Context: an optimization exercise on an open-source flow, tuned for a short achievable clock period and few clock cycles per item. The choices shown serve that exercise and are no tape-out recipe.
Function was checked by simulation only, so behaviour that the tests miss may differ from the original.
Power figures rest on the tool's default switching activity, not on a simulated workload.

==> flow/design.v <==
package bmem_pkg;
    localparam int BEAT_W      = 64;
    localparam int BEATS       = 4;
    localparam int LINE_W      = BEAT_W * BEATS;
    localparam int OFFSET_BITS = 5;
endpackage
module rr_arbiter2 (
    input  logic req_i,
    input  logic req_d,
    input  logic last_d,
    output logic gnt_d,
    output logic any_req
);
    assign gnt_d   = req_d & (~req_i | ~last_d);
    assign any_req = req_i | req_d;
endmodule
module bmem_line_adapter #(
    parameter int ADDR_W = 32,
    parameter int BEAT_W = 64,
    parameter int BEATS  = 4
) (
    input  logic                      clk,
    input  logic                      rst,
    input  logic [ADDR_W-1:0]         i_addr,
    input  logic                      i_read,
    output logic [BEAT_W*BEATS-1:0]   i_rdata,
    output logic                      i_resp,
    input  logic [ADDR_W-1:0]         d_addr,
    input  logic                      d_read,
    input  logic                      d_write,
    input  logic [BEAT_W*BEATS-1:0]   d_wdata,
    output logic [BEAT_W*BEATS-1:0]   d_rdata,
    output logic                      d_resp,
    output logic [ADDR_W-1:0]         bmem_addr,
    output logic                      bmem_read,
    output logic                      bmem_write,
    output logic [BEAT_W-1:0]         bmem_wdata,
    input  logic                      bmem_ready,
    input  logic [ADDR_W-1:0]         bmem_raddr,
    input  logic [BEAT_W-1:0]         bmem_rdata,
    input  logic                      bmem_rvalid
);
    localparam int LINE_W = BEAT_W * BEATS;
    localparam int CNT_W  = $clog2(BEATS);
    localparam int OFS    = bmem_pkg::OFFSET_BITS;
    localparam int LA_W   = ADDR_W - OFS;
    localparam logic [CNT_W-1:0] LAST_BEAT = CNT_W'(BEATS - 1);
    logic               i_rq, d_rq, d_wr_q;
    logic               rreq_q, rwait_q, wr_q;
    logic               idle;
    logic [CNT_W-1:0]   rcnt_q, wcnt_q;
    logic               cur_d_q, last_d_q, i_taken_q, d_taken_q;
    logic [LA_W-1:0]    la_q;         
    logic [LA_W-1:0]    rd_la_q;      
    logic [BEAT_W-1:0]  wdata_q;
    logic               i_resp_q, d_resp_q;
    logic [BEAT_W-1:0]  rdata_q, top_i_q, top_d_q;
    logic               hit_q;
    logic [CNT_W-1:0]   hidx_q;
    logic [LINE_W-BEAT_W-1:0] asm_i_q, asm_d_q;
    logic               pend_i, pend_d, nxt_d, nxt_valid, nxt_wr;
    logic [LA_W-1:0]    nxt_la;
    logic               hit, rd_done, wr_last, wr_done, start;
    assign pend_i = i_rq & ~i_taken_q;
    assign pend_d = d_rq & ~d_taken_q;
    rr_arbiter2 u_arb (
        .req_i   (pend_i),
        .req_d   (pend_d),
        .last_d  (last_d_q),
        .gnt_d   (nxt_d),
        .any_req (nxt_valid)
    );
    assign nxt_wr = nxt_d & d_wr_q;
    assign nxt_la = nxt_d ? d_addr[ADDR_W-1:OFS] : i_addr[ADDR_W-1:OFS];
    assign idle   = ~(rreq_q | rwait_q | wr_q);
    assign hit     = rwait_q & bmem_rvalid & (bmem_raddr == {rd_la_q, {OFS{1'b0}}});
    assign rd_done = hit & (rcnt_q == LAST_BEAT);
    assign wr_last = wr_q & (wcnt_q == LAST_BEAT);
    assign wr_done = wr_last & bmem_ready;
    assign start   = nxt_valid & (idle | rd_done | wr_done);
    always_ff @(posedge clk or posedge rst) begin
        if (rst) begin
            i_rq      <= 1'b0;
            d_rq      <= 1'b0;
            d_wr_q    <= 1'b0;
            rreq_q    <= 1'b0;
            rwait_q   <= 1'b0;
            wr_q      <= 1'b0;
            rcnt_q    <= '0;
            wcnt_q    <= '0;
            cur_d_q   <= 1'b0;
            last_d_q  <= 1'b0;
            i_taken_q <= 1'b0;
            d_taken_q <= 1'b0;
            i_resp_q  <= 1'b0;
            d_resp_q  <= 1'b0;
            hit_q     <= 1'b0;
            hidx_q    <= '0;
        end else begin
            i_rq      <= i_read & ~i_resp_q;
            d_rq      <= (d_read | d_write) & ~d_resp_q;
            d_wr_q    <= d_write;
            rreq_q  <= (rreq_q & ~bmem_ready) | (start & ~nxt_wr);
            wr_q    <= (wr_q & ~wr_done) | (start & nxt_wr);
            rwait_q <= (rreq_q & bmem_ready) | (rwait_q & ~rd_done);
            rcnt_q  <= rwait_q ? rcnt_q + CNT_W'(hit) : '0;
            wcnt_q  <= wr_q ? wcnt_q + CNT_W'(bmem_ready) : '0;
            if (start) begin
                cur_d_q  <= nxt_d;
                last_d_q <= nxt_d;
            end
            i_taken_q <= (start & ~nxt_d) | (i_taken_q & ~i_resp_q);
            d_taken_q <= (start & nxt_d) | (d_taken_q & ~d_resp_q);
            i_resp_q <= rd_done & ~cur_d_q;
            d_resp_q <= (rd_done & cur_d_q) | wr_done;
            hit_q  <= hit;
            hidx_q <= rcnt_q;
        end
    end
    always_ff @(posedge clk) begin
        if (bmem_ready) begin
            if (!(wr_q && !wr_last))
                la_q <= nxt_la;
        end else begin
            if (!(wr_q || rreq_q))
                la_q <= nxt_la;
        end
        if (rreq_q)
            rd_la_q <= la_q;
        if (wr_q) begin
            if (bmem_ready)
                wdata_q <= d_wdata[CNT_W'(wcnt_q + 1'b1)*BEAT_W +: BEAT_W];
        end else begin
            wdata_q <= d_wdata[BEAT_W-1:0];
        end
        rdata_q <= bmem_rdata;
        if (rwait_q && !cur_d_q)
            top_i_q <= bmem_rdata;
        if (rwait_q && cur_d_q)
            top_d_q <= bmem_rdata;
        if (hit_q && hidx_q != LAST_BEAT) begin
            if (!cur_d_q)
                asm_i_q[hidx_q*BEAT_W +: BEAT_W] <= rdata_q;
            else
                asm_d_q[hidx_q*BEAT_W +: BEAT_W] <= rdata_q;
        end
    end
    assign bmem_addr  = {la_q, {OFS{1'b0}}};
    assign bmem_read  = rreq_q;
    assign bmem_write = wr_q;
    assign bmem_wdata = wdata_q;
    assign i_resp     = i_resp_q;
    assign d_resp     = d_resp_q;
    assign i_rdata    = {top_i_q, asm_i_q};
    assign d_rdata    = {top_d_q, asm_d_q};
endmodule
Settings: LEC_CHECK=0, ABC_CLOCK_PERIOD_IN_PS=1500, CAP_MARGIN=20, CORE_AREA=5 5 355 355, DIE_AREA=0 0 360 360, SETUP_SLACK_MARGIN=3.5, SLEW_MARGIN=20; clock period 5.0 ns.
run.sh (not shown) runs the stock make flow with config.mk's settings and CLKGATE_MAP_FILE= SYNTH_SCRIPT=/design/flow/synth_recipe.tcl, a recipe that flattens the netlist after the stock synthesis.
Testbench counts at the start, summed over its fixed seeds: cycles 31,485, items 4,800.
Then changed:
--- a/flow/design.v
+++ b/flow/design.v
@@ -117,32 +117,27 @@
             hidx_q <= rcnt_q;
         end
     end
+    logic [LA_W-1:0]    cur_la;
+    logic               la_hold;
+    logic [CNT_W-1:0]   wbeat;
+    assign cur_la  = cur_d_q ? d_addr[ADDR_W-1:OFS] : i_addr[ADDR_W-1:OFS];
+    assign la_hold = (rreq_q & ~bmem_ready) | (wr_q & ~wr_done);
+    assign wbeat   = wr_q ? wcnt_q + CNT_W'(bmem_ready) : '0;
     always_ff @(posedge clk) begin
-        if (bmem_ready) begin
-            if (!(wr_q && !wr_last))
-                la_q <= nxt_la;
-        end else begin
-            if (!(wr_q || rreq_q))
-                la_q <= nxt_la;
-        end
-        if (rreq_q)
-            rd_la_q <= la_q;
-        if (wr_q) begin
-            if (bmem_ready)
-                wdata_q <= d_wdata[CNT_W'(wcnt_q + 1'b1)*BEAT_W +: BEAT_W];
-        end else begin
-            wdata_q <= d_wdata[BEAT_W-1:0];
-        end
+        la_q    <= la_hold ? cur_la : nxt_la;
+        rd_la_q <= cur_la;
+        wdata_q <= d_wdata[wbeat*BEAT_W +: BEAT_W];
         rdata_q <= bmem_rdata;
-        if (rwait_q && !cur_d_q)
-            top_i_q <= bmem_rdata;
-        if (rwait_q && cur_d_q)
-            top_d_q <= bmem_rdata;
-        if (hit_q && hidx_q != LAST_BEAT) begin
-            if (!cur_d_q)
-                asm_i_q[hidx_q*BEAT_W +: BEAT_W] <= rdata_q;
-            else
-                asm_d_q[hidx_q*BEAT_W +: BEAT_W] <= rdata_q;
+        top_i_q <= rwait_q ? bmem_rdata : rdata_q;
+        top_d_q <= rwait_q ? bmem_rdata : top_i_q;
+        for (int k = 0; k < BEATS-1; k++) begin
+            if (hit_q && hidx_q == CNT_W'(k)) begin
+                asm_i_q[k*BEAT_W +: BEAT_W] <= rdata_q;
+                asm_d_q[k*BEAT_W +: BEAT_W] <= rdata_q;
+            end else begin
+                asm_i_q[k*BEAT_W +: BEAT_W] <= asm_d_q[k*BEAT_W +: BEAT_W];
+                asm_d_q[k*BEAT_W +: BEAT_W] <= asm_i_q[k*BEAT_W +: BEAT_W];
+            end
         end
     end
     assign bmem_addr  = {la_q, {OFS{1'b0}}};
Outcome: Total power climbs by about 50%. Count of clock-buffer cells in the layout goes up by 18. Critical path depth goes up by 6. Setup slack barely changes. Synthesized area drops by 19%. Non-clock buffer count falls by 239. Cell area falls by 11%. Synthesized cell count climbs by about 20%. Cell count went up by 2.8%. Sequential power rose by 9.1%. Sequential share of layout area falls by 6.6 points. Fmax is about the same. Clock skew climbs by 11 ps.
Testbench counts after the change, summed over its fixed seeds: cycles 31,485, items 4,800.


bmem_line_adapter, a different RTL version from the one above (not shown whole).
Size: roughly 1000 I/O pins, about 26000 um^2 of cells after synthesis.
==> module bmem_line_adapter, before the edit <==
module bmem_line_adapter #(
    parameter int ADDR_W = 32,
    parameter int BEAT_W = 64,
    parameter int BEATS  = 4
) (
    input  logic                      clk,
    input  logic                      rst,
    input  logic [ADDR_W-1:0]         i_addr,
    input  logic                      i_read,
    output logic [BEAT_W*BEATS-1:0]   i_rdata,
    output logic                      i_resp,
    input  logic [ADDR_W-1:0]         d_addr,
    input  logic                      d_read,
    input  logic                      d_write,
    input  logic [BEAT_W*BEATS-1:0]   d_wdata,
    output logic [BEAT_W*BEATS-1:0]   d_rdata,
    output logic                      d_resp,
    output logic [ADDR_W-1:0]         bmem_addr,
    output logic                      bmem_read,
    output logic                      bmem_write,
    output logic [BEAT_W-1:0]         bmem_wdata,
    input  logic                      bmem_ready,
    input  logic [ADDR_W-1:0]         bmem_raddr,
    input  logic [BEAT_W-1:0]         bmem_rdata,
    input  logic                      bmem_rvalid
);
    localparam int LINE_W = BEAT_W * BEATS;
    localparam int CNT_W  = $clog2(BEATS);
    localparam int OFS    = bmem_pkg::OFFSET_BITS;
    localparam int LA_W   = ADDR_W - OFS;
    localparam logic [CNT_W-1:0] LAST_BEAT = CNT_W'(BEATS - 1);
    logic               i_rq, d_rq, d_wr_q;
    logic [LA_W-1:0]    i_la_q, d_la_q;
    logic [LINE_W-1:0]  d_wdata_q;
    logic               rreq_q, rwait_q, wr_q;
    logic               idle;
    logic [CNT_W-1:0]   rcnt_q, wcnt_q;
    logic               cur_d_q, last_d_q, i_taken_q, d_taken_q;
    logic [LA_W-1:0]    la_q;         
    logic [LA_W-1:0]    rd_la_q;      
    logic [BEAT_W-1:0]  wdata_q;
    logic               i_resp_q, d_resp_q;
    logic [BEAT_W-1:0]  rdata_q;
    logic               hit_q;
    logic [CNT_W-1:0]   hidx_q;
    logic [LINE_W-BEAT_W-1:0] asm_q;
    logic               pend_i, pend_d, nxt_d, nxt_valid, nxt_wr;
    logic [LA_W-1:0]    nxt_la;
    logic               hit, rd_done, wr_last, wr_done, start;
    assign pend_i = i_rq & ~i_taken_q;
    assign pend_d = d_rq & ~d_taken_q;
    rr_arbiter2 u_arb (
        .req_i   (pend_i),
        .req_d   (pend_d),
        .last_d  (last_d_q),
        .gnt_d   (nxt_d),
        .any_req (nxt_valid)
    );
    assign nxt_wr = nxt_d & d_wr_q;
    assign nxt_la = nxt_d ? d_la_q : i_la_q;
    assign idle   = ~(rreq_q | rwait_q | wr_q);
    assign hit     = rwait_q & bmem_rvalid & (bmem_raddr == {rd_la_q, {OFS{1'b0}}});
    assign rd_done = hit & (rcnt_q == LAST_BEAT);
    assign wr_last = wr_q & (wcnt_q == LAST_BEAT);
    assign wr_done = wr_last & bmem_ready;
    assign start   = nxt_valid & (idle | rd_done | wr_done);
    always_ff @(posedge clk or posedge rst) begin
        if (rst) begin
            i_rq      <= 1'b0;
            d_rq      <= 1'b0;
            d_wr_q    <= 1'b0;
            i_la_q    <= '0;
            d_la_q    <= '0;
            d_wdata_q <= '0;
            rreq_q    <= 1'b0;
            rwait_q   <= 1'b0;
            wr_q      <= 1'b0;
            rcnt_q    <= '0;
            wcnt_q    <= '0;
            cur_d_q   <= 1'b0;
            last_d_q  <= 1'b0;
            i_taken_q <= 1'b0;
            d_taken_q <= 1'b0;
            la_q      <= '0;
            rd_la_q   <= '0;
            wdata_q   <= '0;
            i_resp_q  <= 1'b0;
            d_resp_q  <= 1'b0;
            rdata_q   <= '0;
            hit_q     <= 1'b0;
            hidx_q    <= '0;
            asm_q     <= '0;
        end else begin
            i_rq      <= i_read & ~i_resp_q;
            d_rq      <= (d_read | d_write) & ~d_resp_q;
            d_wr_q    <= d_write;
            i_la_q    <= i_addr[ADDR_W-1:OFS];
            d_la_q    <= d_addr[ADDR_W-1:OFS];
            d_wdata_q <= d_wdata;
            rreq_q  <= (rreq_q & ~bmem_ready) | (start & ~nxt_wr);
            wr_q    <= (wr_q & ~wr_done) | (start & nxt_wr);
            rwait_q <= (rreq_q & bmem_ready) | (rwait_q & ~rd_done);
            rcnt_q  <= rwait_q ? rcnt_q + CNT_W'(hit) : '0;
            wcnt_q  <= wr_q ? wcnt_q + CNT_W'(bmem_ready) : '0;
            if (start) begin
                cur_d_q  <= nxt_d;
                last_d_q <= nxt_d;
            end
            i_taken_q <= (start & ~nxt_d) | (i_taken_q & ~i_resp_q);
            d_taken_q <= (start & nxt_d) | (d_taken_q & ~d_resp_q);
            i_resp_q <= rd_done & ~cur_d_q;
            d_resp_q <= (rd_done & cur_d_q) | wr_done;
            if (bmem_ready) begin
                if (!(wr_q && !wr_last))
                    la_q <= nxt_la;
            end else begin
                if (!(wr_q || rreq_q))
                    la_q <= nxt_la;
            end
            if (rreq_q)
                rd_la_q <= la_q;
            if (wr_q) begin
                if (bmem_ready)
                    wdata_q <= d_wdata_q[CNT_W'(wcnt_q + 1'b1)*BEAT_W +: BEAT_W];
            end else begin
                wdata_q <= d_wdata_q[BEAT_W-1:0];
            end
            rdata_q <= bmem_rdata;
            hit_q   <= hit;
            hidx_q  <= rcnt_q;
            if (hit_q && hidx_q != LAST_BEAT)
                asm_q[hidx_q*BEAT_W +: BEAT_W] <= rdata_q;
        end
    end
    assign bmem_addr  = {la_q, {OFS{1'b0}}};
    assign bmem_read  = rreq_q;
    assign bmem_write = wr_q;
    assign bmem_wdata = wdata_q;
    assign i_resp     = i_resp_q;
    assign d_resp     = d_resp_q;
    assign i_rdata    = {rdata_q, asm_q};
    assign d_rdata    = {rdata_q, asm_q};
endmodule
make LEC_CHECK=0 ABC_CLOCK_PERIOD_IN_PS=1500 CAP_MARGIN=20 CORE_AREA='5 5 355 355' DIE_AREA='0 0 360 360' SETUP_SLACK_MARGIN=3.5 SLEW_MARGIN=20 finish   # period 5.0 ns
Testbench counts at the start, summed over its fixed seeds: cycles 31,485, items 4,800.
==> next run, changes <==
--- a/flow/design.v
+++ b/flow/design.v
@@ -46,8 +46,6 @@
     localparam int LA_W   = ADDR_W - OFS;
     localparam logic [CNT_W-1:0] LAST_BEAT = CNT_W'(BEATS - 1);
     logic               i_rq, d_rq, d_wr_q;
-    logic [LA_W-1:0]    i_la_q, d_la_q;
-    logic [LINE_W-1:0]  d_wdata_q;
     logic               rreq_q, rwait_q, wr_q;
     logic               idle;
     logic [CNT_W-1:0]   rcnt_q, wcnt_q;
@@ -73,7 +71,7 @@
         .any_req (nxt_valid)
     );
     assign nxt_wr = nxt_d & d_wr_q;
-    assign nxt_la = nxt_d ? d_la_q : i_la_q;
+    assign nxt_la = nxt_d ? d_addr[ADDR_W-1:OFS] : i_addr[ADDR_W-1:OFS];
     assign idle   = ~(rreq_q | rwait_q | wr_q);
     assign hit     = rwait_q & bmem_rvalid & (bmem_raddr == {rd_la_q, {OFS{1'b0}}});
     assign rd_done = hit & (rcnt_q == LAST_BEAT);
@@ -85,9 +83,6 @@
             i_rq      <= 1'b0;
             d_rq      <= 1'b0;
             d_wr_q    <= 1'b0;
-            i_la_q    <= '0;
-            d_la_q    <= '0;
-            d_wdata_q <= '0;
             rreq_q    <= 1'b0;
             rwait_q   <= 1'b0;
             wr_q      <= 1'b0;
@@ -97,22 +92,14 @@
             last_d_q  <= 1'b0;
             i_taken_q <= 1'b0;
             d_taken_q <= 1'b0;
-            la_q      <= '0;
-            rd_la_q   <= '0;
-            wdata_q   <= '0;
             i_resp_q  <= 1'b0;
             d_resp_q  <= 1'b0;
-            rdata_q   <= '0;
             hit_q     <= 1'b0;
             hidx_q    <= '0;
-            asm_q     <= '0;
         end else begin
             i_rq      <= i_read & ~i_resp_q;
             d_rq      <= (d_read | d_write) & ~d_resp_q;
             d_wr_q    <= d_write;
-            i_la_q    <= i_addr[ADDR_W-1:OFS];
-            d_la_q    <= d_addr[ADDR_W-1:OFS];
-            d_wdata_q <= d_wdata;
             rreq_q  <= (rreq_q & ~bmem_ready) | (start & ~nxt_wr);
             wr_q    <= (wr_q & ~wr_done) | (start & nxt_wr);
             rwait_q <= (rreq_q & bmem_ready) | (rwait_q & ~rd_done);
@@ -126,27 +113,29 @@
             d_taken_q <= (start & nxt_d) | (d_taken_q & ~d_resp_q);
             i_resp_q <= rd_done & ~cur_d_q;
             d_resp_q <= (rd_done & cur_d_q) | wr_done;
-            if (bmem_ready) begin
-                if (!(wr_q && !wr_last))
-                    la_q <= nxt_la;
-            end else begin
-                if (!(wr_q || rreq_q))
-                    la_q <= nxt_la;
-            end
-            if (rreq_q)
-                rd_la_q <= la_q;
-            if (wr_q) begin
-                if (bmem_ready)
-                    wdata_q <= d_wdata_q[CNT_W'(wcnt_q + 1'b1)*BEAT_W +: BEAT_W];
-            end else begin
-                wdata_q <= d_wdata_q[BEAT_W-1:0];
-            end
-            rdata_q <= bmem_rdata;
-            hit_q   <= hit;
-            hidx_q  <= rcnt_q;
-            if (hit_q && hidx_q != LAST_BEAT)
-                asm_q[hidx_q*BEAT_W +: BEAT_W] <= rdata_q;
+            hit_q  <= hit;
+            hidx_q <= rcnt_q;
         end
+    end
+    always_ff @(posedge clk) begin
+        if (bmem_ready) begin
+            if (!(wr_q && !wr_last))
+                la_q <= nxt_la;
+        end else begin
+            if (!(wr_q || rreq_q))
+                la_q <= nxt_la;
+        end
+        if (rreq_q)
+            rd_la_q <= la_q;
+        if (wr_q) begin
+            if (bmem_ready)
+                wdata_q <= d_wdata[CNT_W'(wcnt_q + 1'b1)*BEAT_W +: BEAT_W];
+        end else begin
+            wdata_q <= d_wdata[BEAT_W-1:0];
+        end
+        rdata_q <= bmem_rdata;
+        if (hit_q && hidx_q != LAST_BEAT)
+            asm_q[hidx_q*BEAT_W +: BEAT_W] <= rdata_q;
     end
     assign bmem_addr  = {la_q, {OFS{1'b0}}};
     assign bmem_read  = rreq_q;
What happened: Non-clock buffer count is lower by 175. Total power is lower by 37%. Clock skew is lower by 0.011 ns. Register-to-register slack improved by 0.04 ns. Design area is lower by 20%. Fmax is higher by 3.8%. Wire length is higher by 5.8%. Setup slack improved by 0.089 ns. Cell count is lower by 6.5%. Sequential power is lower by 40%. Sequential share of layout area is lower by 7.2 points. Area after synthesis is lower by 29%. Utilization is lower by 8.1 points.
Testbench counts after the change, summed over its fixed seeds: cycles 31,485, items 4,800.

==> separate check: timing with driven ports <==
No port has a modelled driver above. Below, the same layouts with a new extraction and two added sets of constraints. Step 1 sets driving cells, clkbuf_16 on the clock port and buf_2 on the other inputs (assumed; they add their load-dependent delay and slew). Step 2 times the ports against the registers' clock, not the clock port: input delays grow and output delays shrink by t, the midpoint of the rising clock arrivals with the driver on. a / b / c = ideal / step 1 / step 2; a / b = the first two.
| run | t (ns) | setup slack, ns | pins driven straight from the clock port |
|---|---|---|---|
| the first run of note 1 | 0.739 | 2.634 / 2.568 / 2.362 | 1 |
| the second run of note 1 | 0.732 | 2.632 / 2.653 / 1.921 | 1 |
| the first run of note 2 | 0.728 | 2.552 / 2.494 / 1.943 | 1 |
| the second run of note 2 | 0.699 | 2.641 / 2.580 / 2.016 | 1 |
After both steps every run listed still meets setup and hold. The setup slack of the second run of note 1, which loses most, moves by +0.021 ns with the drivers and by -0.711 ns with both steps.
